Background: an optimization exercise with open tools, aiming at small area, a short achievable clock period and few clock cycles per item. Do not read the settings as production practice. The RTL was checked by simulation tests, not by an equivalence proof against the original design. Power figures rest on the tool's default switching activity, not on a simulated workload.

==> design/flow/design.v <==
`default_nettype none
module qspi_xip_line_cache #(
    parameter int NUM_LINES  = 32,
    parameter int LINE_WORDS = 4,
    parameter int ADDR_W     = 24
) (
    input  wire logic              HCLK,
    input  wire logic              HRESETn,
    input  wire logic              HSEL,
    input  wire logic              HREADY,
    input  wire logic [1:0]        HTRANS,
    input  wire logic              HWRITE,
    input  wire logic [ADDR_W-1:0] HADDR,
    output logic                   HREADYOUT,
    output logic                   HRESP,
    output logic [31:0]            HRDATA,
    input  wire logic              flush,
    output logic                   fill_req,
    output logic [ADDR_W-1:0]      fill_addr,
    input  wire logic              fill_valid,
    input  wire logic [31:0]       fill_rdata
);
    localparam int c_WORD_W  = $clog2(LINE_WORDS);
    localparam int c_IDX_W   = $clog2(NUM_LINES);
    localparam int c_TAG_LSB = 2 + c_WORD_W + c_IDX_W;
    localparam int c_TAG_W   = ADDR_W - c_TAG_LSB;
    localparam int c_LINE_W  = ADDR_W - c_WORD_W - 2;
    typedef enum logic [2:0] {
        S_IDLE  = 3'd0,    
        S_RESP  = 3'd1,    
        S_WAIT  = 3'd2,    
        S_QUEUE = 3'd3,    
        S_ERR1  = 3'd4,
        S_ERR2  = 3'd5
    } state_t;
    state_t                  r_state;
    logic                    r_rdy0;       
    logic                    r_rdy1;       
    logic                    r_hresp;
    logic [31:0]             r_hrdata;
    logic                    r_take;       
    logic [c_LINE_W-1:0]     r_line;       
    logic [c_WORD_W-1:0]     r_word;
    logic                    r_q_look;     
    logic                    r_q_end;      
    logic                    r_fill_req;
    logic [c_LINE_W-1:0]     r_f_line;
    logic [c_WORD_W-1:0]     r_f_cnt;
    logic                    r_f_look;
    logic                    r_f_end;
    logic [NUM_LINES-1:0]    r_valid;
    logic [c_TAG_W-1:0]      r_tag_mem  [NUM_LINES];
    logic [31:0]             r_data_mem [NUM_LINES*LINE_WORDS];
    logic                    w_acc;
    logic                    w_accept;
    logic [c_WORD_W-1:0]     w_word;
    logic [c_IDX_W-1:0]      w_idx;
    logic [c_TAG_W-1:0]      w_tag;
    logic [c_IDX_W-1:0]      f_idx;
    logic [c_TAG_W-1:0]      f_tag;
    logic                    w_ov;
    logic                    w_hit;
    logic                    w_fword;      
    logic                    w_fdone;      
    logic                    w_now;        
    logic                    w_have;       
    logic                    w_start_new;  
    logic                    w_start_q;    
    logic [c_WORD_W-1:0]     w_cnt_nxt;
    logic                    w_done_rd;    
    logic [31:0]             w_rd;
    logic                    w_unused_bits;
    assign w_acc   = HSEL & HREADY & HTRANS[1];
    assign w_word  = HADDR[c_WORD_W+1:2];
    assign w_idx   = HADDR[c_TAG_LSB-1:c_WORD_W+2];
    assign w_tag   = HADDR[ADDR_W-1:c_TAG_LSB];
    assign f_idx   = r_f_line[c_IDX_W-1:0];
    assign f_tag   = r_f_line[c_LINE_W-1:c_IDX_W];
    assign w_unused_bits = &{1'b0, HADDR[1:0], HTRANS[0]};
    assign w_fword   = r_fill_req & fill_valid;
    assign w_fdone   = w_fword & (r_f_cnt == c_WORD_W'(LINE_WORDS - 1));
    assign w_done_rd = r_take & fill_valid;
    assign w_ov   = r_fill_req & (w_idx == f_idx);
    assign w_hit  = w_ov ? (r_f_look & (w_tag == f_tag))
                         : (r_valid[w_idx] & (r_tag_mem[w_idx] == w_tag));
    assign w_now  = w_ov & fill_valid & (r_f_cnt == w_word);
    assign w_have = (r_f_cnt > w_word) | w_now;
    assign w_rd = r_data_mem[{w_idx, w_word}];
    assign w_accept = w_acc & HREADYOUT;
    assign w_start_new = w_accept & ~HWRITE & ~w_hit & ~r_fill_req;
    assign w_start_q   = (r_state == S_QUEUE) & ~r_fill_req;
    assign w_cnt_nxt   = r_f_cnt + c_WORD_W'(w_fword);
    assign HREADYOUT = fill_valid ? r_rdy1 : r_rdy0;
    assign HRESP     = r_hresp;
    assign HRDATA    = fill_valid ? fill_rdata : r_hrdata;
    assign fill_req  = r_fill_req;
    assign fill_addr = {r_f_line, {(c_WORD_W+2){1'b0}}};
    always_ff @(posedge HCLK or negedge HRESETn) begin
        if (!HRESETn) begin
            r_state  <= S_IDLE;
            r_rdy0   <= 1'b1;
            r_rdy1   <= 1'b1;
            r_hresp  <= 1'b0;
            r_hrdata <= '0;
            r_take   <= 1'b0;
            r_line   <= '0;
            r_word   <= '0;
            r_q_look <= 1'b0;
            r_q_end  <= 1'b0;
        end else begin
            if (flush) begin
                r_q_look <= 1'b0;
                r_q_end  <= 1'b0;
            end
            case (r_state)
                S_RESP: begin
                    if (!fill_valid) begin
                        r_state <= S_IDLE;
                        r_rdy1  <= 1'b1;
                    end
                end
                S_WAIT: begin
                    if (fill_valid) begin
                        r_take <= (w_cnt_nxt == r_word);
                        r_rdy1 <= (w_cnt_nxt == r_word);
                    end
                    if (w_done_rd) begin
                        r_state <= S_IDLE;
                        r_rdy0  <= 1'b1;
                        r_rdy1  <= 1'b1;
                        r_take  <= 1'b0;
                    end
                end
                S_QUEUE: begin
                    if (w_start_q) begin
                        r_state <= S_WAIT;
                        r_take  <= (r_word == '0);
                        r_rdy1  <= (r_word == '0);
                    end
                end
                S_ERR1: begin
                    r_state <= S_ERR2;
                    r_rdy0  <= 1'b1;
                    r_rdy1  <= 1'b1;
                    r_hresp <= 1'b1;
                end
                default: begin
                    r_state <= S_IDLE;
                    r_rdy0  <= 1'b1;
                    r_rdy1  <= 1'b1;
                    r_hresp <= 1'b0;
                end
            endcase
            if (w_accept) begin
                r_line   <= {w_tag, w_idx};
                r_word   <= w_word;
                r_take   <= 1'b0;
                r_hrdata <= w_now ? fill_rdata : w_rd;
                if (HWRITE) begin
                    r_state <= S_ERR1;
                    r_rdy0  <= 1'b0;
                    r_rdy1  <= 1'b0;
                    r_hresp <= 1'b1;
                end else if (w_hit) begin
                    r_hresp <= 1'b0;
                    if (w_ov & ~w_have) begin
                        r_state <= S_WAIT;
                        r_rdy0  <= 1'b0;
                        r_take  <= (w_cnt_nxt == w_word);
                        r_rdy1  <= (w_cnt_nxt == w_word);
                    end else begin
                        r_state <= S_RESP;
                        r_rdy0  <= 1'b1;
                        r_rdy1  <= 1'b0;
                    end
                end else begin
                    r_hresp  <= 1'b0;
                    r_rdy0   <= 1'b0;
                    r_q_look <= ~flush;
                    r_q_end  <= 1'b1;
                    if (r_fill_req) begin
                        r_state <= S_QUEUE;
                        r_rdy1  <= 1'b0;
                    end else begin
                        r_state <= S_WAIT;
                        r_take  <= (w_word == '0);
                        r_rdy1  <= (w_word == '0);
                    end
                end
            end
        end
    end
    always_ff @(posedge HCLK or negedge HRESETn) begin
        if (!HRESETn) begin
            r_fill_req <= 1'b0;
            r_f_line   <= '0;
            r_f_cnt    <= '0;
            r_f_look   <= 1'b0;
            r_f_end    <= 1'b0;
        end else begin
            if (flush) begin
                r_f_look <= 1'b0;
                r_f_end  <= 1'b0;
            end
            if (w_fword) begin
                r_f_cnt <= w_cnt_nxt;
                if (w_fdone) r_fill_req <= 1'b0;
            end
            if (!r_fill_req) begin
                r_f_cnt <= '0;
                if (r_state == S_QUEUE) begin
                    r_f_line <= r_line;
                    r_f_look <= r_q_look & ~flush;
                    r_f_end  <= r_q_end & ~flush;
                end else if (w_accept & ~HWRITE) begin
                    r_f_line <= {w_tag, w_idx};
                    r_f_look <= ~flush;
                    r_f_end  <= 1'b1;
                end
            end
            if (w_start_new | w_start_q) r_fill_req <= 1'b1;
        end
    end
    always_ff @(posedge HCLK or negedge HRESETn) begin
        if (!HRESETn) begin
            r_valid <= '0;
        end else if (flush) begin
            r_valid <= '0;
        end else begin
            if (w_fdone) r_valid[f_idx] <= r_f_end;
        end
    end
    always_ff @(posedge HCLK) begin
        if (w_fword) begin
            r_data_mem[{f_idx, r_f_cnt}] <= fill_rdata;
            if (w_fdone) r_tag_mem[f_idx] <= f_tag;
        end
    end
endmodule
`default_nettype wire
==> design/flow/run.sh <==
#!/bin/bash
# synth_recipe.tcl (not shown) runs the flow's synth.tcl, then flattens the netlist and writes it again
# the make line also repeats each setting of config.mk as NAME=value (left out here)
make -C /OpenROAD-flow-scripts/flow DESIGN_CONFIG=/design/flow/config.mk WORK_HOME=/design/flow/orfs CLKGATE_MAP_FILE= SYNTH_SCRIPT=/design/flow/synth_recipe.tcl finish
==> design/flow/config.mk <==
export PLATFORM = sky130hd
export DESIGN_NAME = qspi_xip_line_cache
export DESIGN_NICKNAME = qspi_xip_line_cache
export VERILOG_FILES = /design/flow/design.v
export SDC_FILE = /design/flow/constraint.sdc
export NUM_CORES = 4
export LEC_CHECK = 0
export CAP_MARGIN = 20
export CORE_MARGIN = 2
export CORE_UTILIZATION = 70
export CTS_CLUSTER_DIAMETER = 70
export CTS_CLUSTER_SIZE = 24
export SETUP_SLACK_MARGIN = 2.6
export SLEW_MARGIN = 20
export SYNTH_MEMORY_MAX_BITS = 8192
==> design/flow/constraint.sdc <==
create_clock -name core_clock -period 5.0 [get_ports {HCLK}]
set_input_delay 1.0000 -clock core_clock [delete_from_list [all_inputs] [get_ports {HCLK}]]
set_output_delay 1.0000 -clock core_clock [all_outputs]
set_load 0.01 [all_outputs]
==> results.py, run 1 <==
metrics = {
    "outcome": {
        "outcome": "no timing/DRC/antenna violations",
    },
    "cts": {
        "clk_latency_ns": 0.94,
        "cts_tree": "done",
        "cts_hold_buffers": 0,
        "cts-buffers-inserted": 221,
        "clkSinkCount": 4696,
        "clkTransAtPathRegs_ns": 0.09,
        "clockBufferDepth": 3,
        "cts_root_buf": "clkbuf_16",
        "cts-htree-levels": 4,
    },
    "critical_path": {
        "crit_type": "in2reg",
        "setup.worst_path.start_class": "primary input",
        "worstPathArrival_ns": 4.02,
        "endpoint_kind": "register",
        "critPathRequiredTime_ns": 5.79,
        "cp_max_fo": 8,
    },
    "synth": {
        "yosys.area.top_type": "edfxtp_1",
        "synthSimpleGateAreaFrac_pct": 1.28,
        "synth_mux_area_share_pct": 19.0,
        "synth_edf_count": 4576,
        "synth_cells": 7573,
        "synth_area_mm2": 0.181,
        "synth_top_family_by_area": "multiplexers",
        "yosys_register_bits": 4696,
        "synthAdderAreaFrac_pct": 0.0553,
        "ys_types": 58,
        "synth_top_area_share_pct": 75.9,
        "ys_warn_count": 1,
        "ys_dominant_reg_cell": "edfxtp_1",
        "ys_seq_area_share_pct": 77.6,
        "avgSynthCellArea_um2": 23.9,
        "yosys-top-cells-area": "edfxtp_1 76%, mux4_2 18%, dfrtp_1 1.6%",
        "synth-compound-area-share_pct": 0.860,
        "async_reset_ff_share_pct": 2.56,
        "synth_xor_area_share_pct": 0.189,
    },
    "timing": {
        "hold_viol_final": 0,
        "slew_headroom_pct": 21.8,
        "worst_slack_ns": 1.77,
        "max_freq_ghz": 0.310,
        "rsz0062_at_grt": "true",
        "skew_ns": 0.0387,
        "setup_viol": 0,
        "setup-tns-final_ns": 0,
        "period_needed_ns": 3.23,
        "tightest_slew_ns": 1.17,
        "slew_viol_final": 0,
        "period_share_pct": 64.6,
        "worst_hold_slack_ns": 0.121,
    },
    "cells_and_area": {
        "fin_cells": 11800,
        "drive_above_1_share_pct": 35.1,
        "ff_latch_area_mm2": 0.140,
        "post-route-cell-area_mm2": 0.205,
        "multi_input_area_mm2": 0.0408,
        "nets": 8395,
        "area_delta_synth_final_pct": 13.2,
        "fillers": 11900,
    },
    "routing": {
        "drc_errors": 0,
        "drtIter0Drc": 17600,
        "dr.pass1.iters": 6,
        "totalWireLength_um": 509000,
        "wire_per_inst_um": 43.1,
        "ant_nets": 0,
        "vias": 90700,
        "vias_per_cell": 7.67,
    },
    "pwr": {
        "leakage_nw": 64.6,
        "ir_worst_vdd_mv": 0.546,
        "power_density_mw_per_mm2": 369,
    },
    "hold_path": {
        "min_path_type": "in2async",
    },
    "die": {
        "die_h_um": 513,
        "num_io_pins": 124,
        "die_area_mm2": 0.263,
        "start_util_pct": 70.5,
        "die_w_um": 513,
        "fp.coreArea_mm2": 0.257,
        "num_rows": 186,
    },
    "placement": {
        "dp_slack_ns": 0.468,
        "dpl_cell_area_mm2": 0.190,
        "gp_congestion": 0.860,
        "port_buffers": 116,
        "numPlacedInstances": 11100,
        "dpl.hpwl_um": 269000,
    },
    "global_routing": {
        "grt_pass1_vias": 87500,
        "grt_antenna_before_repair": 50,
        "grt_max_degree": 129,
        "grt_overflow": 0,
        "grt_pass1_wl_um": 695000,
        "grt_usage_pct": 39.0,
    },
    "run": {
        "maxCapViolations": 0,
    },
}
## area by class of cell
| class | count | area share [%] |
|---|---|---|
| sequential | 4696 | 68.6 |
| multi-input combinational | 2458 | 19.9 |
| timing repair buffer | 934 | 6.33 |
| clock buffer | 281 | 2.87 |
| tap | 3384 | 2.07 |
| clock inverter | 45 | 0.238 |
| inverter | 11 | 0.0275 |
| antenna | 18 | 0.0220 |
## through the flow
step | utilization [%] | total power [mW]
3_3_place_gp | 73.9 | 53.3
4_1_cts | 79.2 | 74.9
5_1_grt | 79.7 | 77.1
3_5_place_dp | 74.0 | 53.6
2_1_floorplan | - | 50.0
6_report | 79.7 | 75.6
## layer usage
| layer | global-route usage (%) | vias up | wire (um) |
|---|---|---|---|
| met3 | 9.59 | 979 | 71400 |
| met2 | 59.3 | 7908 | 241000 |
| li1 | - | 33800 | - |
| met4 | 15.3 | 20 | 23700 |
| met1 | 56.3 | 48000 | 173000 |
| met5 | 0 | - | 127 |
## logic make-up (layout without fill, tap and decap cells)
family | count (synthesis) | count (layout)
xor+xnor | 39 | 40
buf+inv | 426 | 1271
compound gates | 244 | 246
simple gates | 537 | 538
flops | 4696 | 4696
fa+ha+maj | 8 | 8
other cells | 1 | 22
mux | 1622 | 1622
## cell usage in the layout, fill, tap and decap left out, types with 10 or more instances in the layout
cell type,instances
buf_12,176
xnor2_1,25
buf_16,100
clkbuf_1,53
inv_6,10
nand4_1,16
o22ai_1,11
mux2i_1,134
buf_4,406
nand2_4,10
diode_2,18
mux2_4,34
mux4_2,1440
nor2b_1,11
o21ai_1,33
dfrtp_1,99
a32o_1,17
nor2_1,86
a21oi_1,69
nand2_1,146
nand3_1,11
dfrtp_2,13
edfxtp_1,4576
buf_6,144
clkdlybuf4s50_1,20
buf_8,42
o21ai_0,24
nor2_4,166
clkbuf_16,237
a22oi_1,30
bufbuf_16,25
## final timing paths
path	to	cells past startpoint	slack, ns	startpoint
worst max-delay path	r_hrdata[3]	12	1.77	HADDR[2]
worst min-delay path	r_f_line[10]	1	0.12	HRESETn
worst max register to register	r_state[0]	10	1.97	r_tag_mem[31][13]
worst min register to register	r_line[7]	2	0.49	r_line[7]
max in group asynchronous	r_f_line[11]	2	3.62	HRESETn
min in group core_clock	r_data_mem[67][13]	1	0.39	fill_rdata[13]
## critical path, cell delays in order
cell	delay (ns)
buf_16	0.18
buf_16	0.16
buf_12	0.12
buf_12	0.10
buf_16	0.13
mux4_2	0.52
mux4_2	0.57
mux4_2	0.64
mux2i_1	0.19
nor2_1	0.07
a21oi_1	0.18
o21ai_1	0.11
## registers in the layout (all words and copies together) (netlist names), 2 cells and up
name / cells
r_f_line: 20
r_line: 20
r_word: 2
r_tag_mem: 480
r_state: 3
r_data_mem: 4096
r_f_cnt: 2
r_valid: 32
r_hrdata: 32
## report_power, final
group	switching, mW	internal [mW]
sequential	0.314	44.5
clock	11.8	8.52
combinational	6.38	4.03
total	18.5	57.1
## Yosys cell counts (all sizes together) (12+ instances only)
master / number
nor2b: 12
nand4: 16
nand3: 17
mux2i: 139
nor2: 254
clkbuf: 185
edfxtp: 4576
o21ai: 57
dfrtp: 118
a21oi: 73
nand2: 165
a32o: 18
mux2: 43
buf: 230
a22oi: 38
o22ai: 17
mux4: 1440
xnor2: 29
## timing repair
item / in CTS / in global routing
resized for setup: 743 / 139
gates cloned: 82 / 14
setup endpoints to repair: 4714 / 1804
setup buffers: 276 / 51
pin swaps: 71 / 32
Testbench counts, summed over its fixed seeds: cycles 132,401, reads 24,000.
==> run 2: changes to the inputs <==
--- a/design/flow/config.mk
+++ b/design/flow/config.mk
@@ -9,6 +9,4 @@
 export CORE_MARGIN = 2
-export CORE_UTILIZATION = 70
-export CTS_CLUSTER_DIAMETER = 70
-export CTS_CLUSTER_SIZE = 24
-export SETUP_SLACK_MARGIN = 2.6
+export CORE_UTILIZATION = 40
+export SETUP_SLACK_MARGIN = 2.4
 export SLEW_MARGIN = 20
==> run 2 against run 1 <==
Net effect: clock-buffer cell count increased by 278; largest power group unchanged; global-route usage decreased by 18 points; routed wire length decreased by 1.2%; still clean on timing, DRC and antenna; synthesized cell count is the same; die area increased by 74%; clock skew up 0.0077 ns; largest cell class unchanged; cell area up 4.2%.
==> results.py, run 2 <==
metrics = {
    "critical_path": {
        "setup.worst_path.start_class": "primary input",
        "critPathRequiredTime_ns": 5.83,
        "cp_max_fo": 7,
        "worstPathArrival_ns": 4.10,
        "endpoint_kind": "register",
        "crit_type": "in2reg",
    },
    "placement": {
        "dpl.hpwl_um": 283000,
        "port_buffers": 116,
        "gp_congestion": 0.815,
        "numPlacedInstances": 13700,
        "dp_slack_ns": 0.453,
    },
    "pwr": {
        "leakage_nw": 67.5,
        "p_switching_mw": 20.8,
        "pwr-share-comb_pct": 11.1,
        "power_density_mw_per_mm2": 410,
        "seqPwrFrac_pct": 51.2,
        "ir_worst_vdd_mv": 0.403,
        "p_clk_share_pct": 37.7,
        "swShare_pct": 23.7,
        "p_int_mw": 66.9,
        "power_mw": 87.6,
    },
    "timing": {
        "tightest_slew_ns": 1.21,
        "worst_slack_ns": 1.73,
        "max_freq_ghz": 0.306,
        "slew_viol_final": 0,
        "setup_viol": 0,
        "setup-tns-final_ns": 0,
        "period_needed_ns": 3.27,
        "period_share_pct": 65.4,
        "worst_hold_slack_ns": 0.0627,
        "skew_ns": 0.0464,
        "slew_headroom_pct": 19.3,
        "rsz0062_at_grt": "true",
        "hold_viol_final": 0,
    },
    "synth": {
        "ys_dominant_reg_cell": "edfxtp_1",
        "yosysMostFrequentCell": "edfxtp_1",
        "synth_edf_count": 4576,
        "yosys-top-cells-area": "edfxtp_1 76%, mux4_2 18%, dfrtp_1 1.6%",
        "synth_cells": 7573,
        "ys_warn_count": 1,
        "synth_common_cells": "4576 x edfxtp_1, 1440 x mux4_2, 254 x nor2_1",
        "ys_seq_area_share_pct": 77.6,
        "synth_top_area_share_pct": 75.9,
        "yosys.area.top_type": "edfxtp_1",
        "ys_types": 58,
        "yosys_register_bits": 4696,
        "async_reset_ff_share_pct": 2.56,
        "synth_area_mm2": 0.181,
        "avgSynthCellArea_um2": 23.9,
    },
    "global_routing": {
        "grt_antenna_before_repair": 39,
        "grt_max_degree": 119,
        "busiest_layer": "met2",
        "grt_use_met2_pct": 35.5,
        "grt_pass1_vias": 87300,
        "grt_util_met3_pct": 3.22,
        "grt_overflow": 0,
        "use_met1_pct": 28.9,
        "grt_usage_pct": 21.5,
        "grt_pass1_wl_um": 691000,
    },
    "cts": {
        "cts_root_buf": "clkbuf_16",
        "cts_hold_buffers": 0,
        "clockBufferDepth": 4,
        "cts-buffers-inserted": 453,
        "clkSinkCount": 4696,
        "clkTransAtPathRegs_ns": 0.06,
        "cts_tree": "done",
        "cts-htree-levels": 5,
        "clk_latency_ns": 0.99,
    },
    "routing": {
        "drtIter0Drc": 11700,
        "dr.pass1.iters": 6,
        "totalWireLength_um": 503000,
        "ant_nets": 0,
        "vias": 86900,
        "vias_per_cell": 5.86,
        "drc_errors": 0,
        "wire_per_inst_um": 33.9,
    },
    "cells_and_area": {
        "multi_input_area_mm2": 0.0403,
        "largest_registers": "r_data_mem x4096, r_tag_mem x480",
        "area_delta_synth_final_pct": 18.0,
        "layout_common_cells": "4576 x edfxtp_1, 1440 x mux4_2, 469 x clkbuf_16",
        "fillers": 35900,
        "ff_latch_area_mm2": 0.140,
        "layout_commonest_cell": "edfxtp_1",
        "nets": 8544,
        "top_register": "r_data_mem",
        "drive_above_1_share_pct": 36.2,
        "fin_cells": 14800,
        "largest_reg_flops": 4096,
    },
    "die": {
        "die_h_um": 677,
        "num_rows": 247,
        "start_util_pct": 40.1,
        "die_area_mm2": 0.458,
        "die_w_um": 677,
        "fp.coreArea_mm2": 0.452,
        "num_io_pins": 124,
    },
    "outcome": {
        "outcome": "no timing/DRC/antenna violations",
    },
    "hold_path": {
        "min_path_type": "in2async",
    },
    "run": {
        "maxCapViolations": 0,
    },
}
run 2: changes by cell type in the layout (fill, tap and decap cells not counted), sizes merged, moves of 2 or more:
| cell | change |
|---|---|
| buf | -81 |
| clkinv | +187 |
| inv | -2 |
| bufinv | +30 |
| diode | -8 |
| clkbuf | +278 |
| clkinvlp | +10 |
run 2: worst paths after layout:
path,end,slack [ns],depth (start not counted),start
setup reg to reg,r_take,1.98,10,r_tag_mem[23][9]
hold reg to reg,r_line[19],0.48,2,r_line[19]
min in group core_clock,r_data_mem[37][8],0.42,1,fill_rdata[8]
max in group asynchronous,r_hrdata[22],3.83,2,HRESETn
hold / removal,r_f_line[16],0.06,1,HRESETn
setup / recovery,r_hrdata[0],1.73,12,HADDR[2]
run 2: layout make-up:
class	count	share of cell area, %
Tap cell	5976	3.50
Clock inverter	270	1.06
Inverter	11	0.0281
Clock buffer	559	5.57
Timing Repair Buffer	854	5.19
Antenna cell	10	0.0117
Multi-Input combinational cell	2455	18.9
Sequential cell	4696	65.8
run 2: stage by stage:
step	utilization [%]	cell area (um2)
after detailed placement	42.9	194000
after CTS	47.0	212000
final	47.3	214000
after global placement	42.9	193000
after floorplan	-	183000
after global routing	47.3	214000
run 2: routing by layer:
metal	routed length (um)	vias to the layer above	part of all wire (%)
li1	-	34400	-
met1	197000	47800	39
met2	247000	3935	49
met3	37800	688	7.5
met4	21400	4	4.2
met5	25	-	0.0050
run 2: repair_timing:
| action | CTS | global route |
|---|---|---|
| buffers inserted | 153 | 73 |
| cloned | 45 | 11 |
| endpoints found under the setup margin | 4589 | 2582 |
| resized for setup | 627 | 146 |
| pin swaps | 37 | 16 |
run 2: power by group through the flow:
stage | Clock, mW | Combinational (mW) | Sequential [mW]
after floorplan | 0 | 3.80 | 45.9
after global placement | 0 | 7.49 | 45.9
after detailed placement | 0 | 7.63 | 46.0
after CTS | 33.6 | 9.32 | 44.9
after global routing | 35.0 | 10.1 | 44.9
final | 33.0 | 9.69 | 44.9
run 2: cell families (layout without fill, tap and decap cells):
group                    count (synthesis)  after routing  synth area share [%]
AO/OA/AOI/OAI                          244            245                 0.860
XOR/XNOR                                39             39                 0.189
adder cells (fa/ha/maj)                  8              8                0.0553
buffers and inverters                  426           1694                  1.09
flip-flops                            4696           4696                  77.6
multiplexers                          1622           1622                  19.0
other                                    1             14               0.00207
AND/OR/NAND/NOR                        537            537                  1.28
run 2: critical path, stage by stage:
cell,delay (ns)
buf_16,0.17
buf_16,0.19
buf_16,0.18
buf_12,0.13
buf_16,0.13
mux4_2,0.51
mux4_2,0.59
mux4_2,0.62
mux2i_1,0.17
nor2_1,0.06
a21oi_1,0.14
o21ai_1,0.08

-- port drivers added, routing unchanged --
In the flow no input, the clock included, has a driving cell. The finished layouts below were timed again as built, in two steps. Step 1 sets driving cells, clkbuf_16 on the clock port and buf_2 on the other inputs (assumed; they add their load-dependent delay and slew). Step 2 times the ports against the registers' clock, not the clock port: input delays grow and output delays shrink by t, the midpoint of the rising clock arrivals with the driver on. a / b / c = no drivers / after step 1 / after step 2; a / b = the first two.
run	t, ns	setup slack, ns	worst hold slack (ns)	worst setup path at the end	slew at the worst register clock pin (ns)
run 1	1.034	1.770 / 1.319 / 0.285	0.121 / 0.047 / 0.490	input to register	0.10 / 0.10
run 2	1.087	1.731 / 1.570 / 0.483	0.063 / -0.014 / 0.479	input to register	0.07 / 0.07
After both steps every run listed still meets setup and hold. The setup slack of run 1, which loses most, moves by -0.451 ns with the drivers and by -1.485 ns with both steps.
